From an optimization exercise on the open Yosys and OpenROAD flow, aimed at a short achievable clock period and few clock cycles per item; shortcuts taken in it are not production practice.
The RTL was checked by simulation tests, not by an equivalence proof against the original design.
The flow treats the clock pin as an ideal source, which a real chip does not have.

// icache_dm
module icache_dm #(
    parameter int ADDR_W         = 32,
    parameter int DATA_W         = 32,
    parameter int SETS           = 16,
    parameter int WORDS_PER_LINE = 4
) (
    input  logic              clk,
    input  logic              nrst,
    input  logic              cpu_req,
    input  logic [ADDR_W-1:0] cpu_addr,
    output logic [DATA_W-1:0] cpu_rdata,
    output logic              cpu_ready,
    input  logic              flush,
    output logic              mem_req,
    output logic [ADDR_W-1:0] mem_addr,
    input  logic              mem_ack,
    input  logic [DATA_W-1:0] mem_rdata
);
Size: ~8,300 cells after synthesis, ~150,000 um2 of cells after synthesis.
export LEC_CHECK = 0
export CAP_MARGIN = 20
export CORE_MARGIN = 2
export CORE_UTILIZATION = 55
export SETUP_SLACK_MARGIN = 3.5
export SLEW_MARGIN = 20
export SYNTH_HIERARCHICAL = 1
export SYNTH_MINIMUM_KEEP_SIZE = 0
export TNS_END_PERCENT = 30
create_clock -name core_clock -period 7.0 [get_ports {clk}]
standard.sh (not shown) runs the stock make flow with config.mk's settings and CLKGATE_MAP_FILE= SYNTH_SCRIPT=/design/flow/synth_recipe.tcl, a recipe that flattens the netlist after the stock synthesis.
==> flow/flow/run.sh <==
#!/bin/bash
# The standard layout (standard.sh), with four changes:
#  - the ports are placed by flow/io.tcl: the fetch-side ports that share
#    combinational paths sit side by side in the middle of one edge;
#  - every port still gets a buffer, but a buf_4 rather than the smallest
#    buffer, and the resizer may swap cells across footprints, so a slow
#    port buffer can be sized up;
#  - after global placement, flow/cluster.tcl moves the cells that decide
#    cpu_ready and mem_req next to those ports (detailed placement then
#    legalises them as usual).
# make's full output goes to flow_make.log in this folder; each ORFS step
# keeps its own log under orfs/logs.
set -euo pipefail
cd "$(dirname "$0")/.."
bash standard.sh finish \
  IO_CONSTRAINTS="$PWD/flow/io.tcl" \
  MATCH_CELL_FOOTPRINT=0 \
  POST_GLOBAL_PLACE_TCL="$PWD/flow/cluster.tcl" \
  BUFFER_PORTS_ARGS="-buffer_cell sky130_fd_sc_hd__buf_4" \
  > "$PWD/flow_make.log" 2>&1
Other scripts of this flow, unchanged in this note and not shown: flow/flow/cluster.tcl, flow/flow/io.tcl
Testbench counts at the start, summed over its fixed seeds: cycles 243,306, fetches 96,000.
Rerun with:
--- a/flow/flow/run.sh
+++ b/flow/flow/run.sh
@@ -1,3 +1,3 @@
 #!/bin/bash
-# The standard layout (standard.sh), with four changes:
+# The standard layout (standard.sh), with five changes:
 #  - the ports are placed by flow/io.tcl: the fetch-side ports that share
@@ -9,3 +9,7 @@
 #    cpu_ready and mem_req next to those ports (detailed placement then
-#    legalises them as usual).
+#    legalises them as usual);
+#  - before clock tree synthesis, flow/direct.tcl feeds the gates on the
+#    paths to cpu_ready and mem_req straight from their port buffers,
+#    skipping the buffers repair put in front of the port buffers' far loads
+#    (same logic, fewer buffers on those paths).
 # make's full output goes to flow_make.log in this folder; each ORFS step
@@ -18,2 +22,3 @@
   POST_GLOBAL_PLACE_TCL="$PWD/flow/cluster.tcl" \
+  PRE_CTS_TCL="$PWD/flow/direct.tcl" \
   BUFFER_PORTS_ARGS="-buffer_cell sky130_fd_sc_hd__buf_4" \
==> flow/flow/direct.tcl (new file) <==
# Feed each gate on the paths to cpu_ready and mem_req straight from the port
# buffer it hangs behind, rather than through the buffers that timing repair
# put in front of the port buffer's other (far) loads. The logic is the same:
# only buffers are skipped.
set block [ord::get_db_block]
proc is_buf {inst} {
  set m [[$inst getMaster] getName]
  return [expr {[string match "sky130_fd_sc_hd__buf_*" $m] || [string match "sky130_fd_sc_hd__clkbuf_*" $m]}]
}
proc port_buf_net {net} {
  # follow a chain of buffers back from net; return the net a port buffer
  # drives, or "" if the chain does not start at a port buffer
  set hops 0
  while {$hops < 8} {
    set drv ""
    foreach it [$net getITerms] {
      if {[$it isOutputSignal]} { set drv $it }
    }
    if {$drv eq ""} { return "" }
    set inst [$drv getInst]
    if {![is_buf $inst]} { return "" }
    set in ""
    foreach it [$inst getITerms] {
      if {[$it isInputSignal]} { set in [$it getNet] }
    }
    if {$in eq "" || $in eq "NULL"} { return "" }
    if {[llength [$in getBTerms]] > 0} {
      if {$hops == 0} { return "" }
      return $net
    }
    set net $in
    incr hops
  }
  return ""
}
set moved 0
foreach p {cpu_ready mem_req} {
  foreach c [get_fanin -to [get_ports $p] -flat -only_cells] {
    set inst [sta::sta_to_db_inst $c]
    if {$inst eq "NULL" || $inst eq ""} { continue }
    if {[is_buf $inst]} { continue }
    foreach it [$inst getITerms] {
      if {![$it isInputSignal]} { continue }
      set net [$it getNet]
      if {$net eq "NULL"} { continue }
      set src [port_buf_net $net]
      if {$src ne "" && $src ne $net} {
        $it disconnect
        $it connect $src
        incr moved
      }
    }
  }
}
puts "direct.tcl: $moved gate inputs now fed straight from their port buffers"
Settings changed: CORE_UTILIZATION 55 to 35.
After rerunning: The changed run finished clean. Worst setup slack is about the same. Synthesized area stays the same. Clock-buffer cell count drops by 24. Sequential cell count stays the same. Clock skew climbs by 0.014 ns. Die area climbs by well over a third. Wire length climbs slightly. First-iteration DRC count drops slightly.

## port drivers added, routing unchanged
How much do the figures lean on ideal ports? The routed layouts below were timed once more, with nothing changed but the port constraints.
Step 1: set_driving_cell puts a clkbuf_16 on clk and a buf_2 on each other input, an assumption about the parent block.
Step 2 adds t to the input delays and takes it off the output delays; t is the mean of the earliest and latest rising clock arrival at the registers after step 1. Input paths then give back, and output paths get back, about the clock's delay inside the block.
Three values: ideal, step 1, step 2; two values: the first two.
run | shift t [ns] | setup WS [ns] | worst slew at a driven data input, ns
the first run | 1.026 | 2.653 / 2.366 / 1.508 | 0.52
the second run | 0.969 | 2.655 / 2.462 / 1.574 | 0.54
After both steps every run listed still meets setup and hold. The setup slack of the first run, which loses most, moves by -0.287 ns with the drivers and by -1.145 ns with both steps.
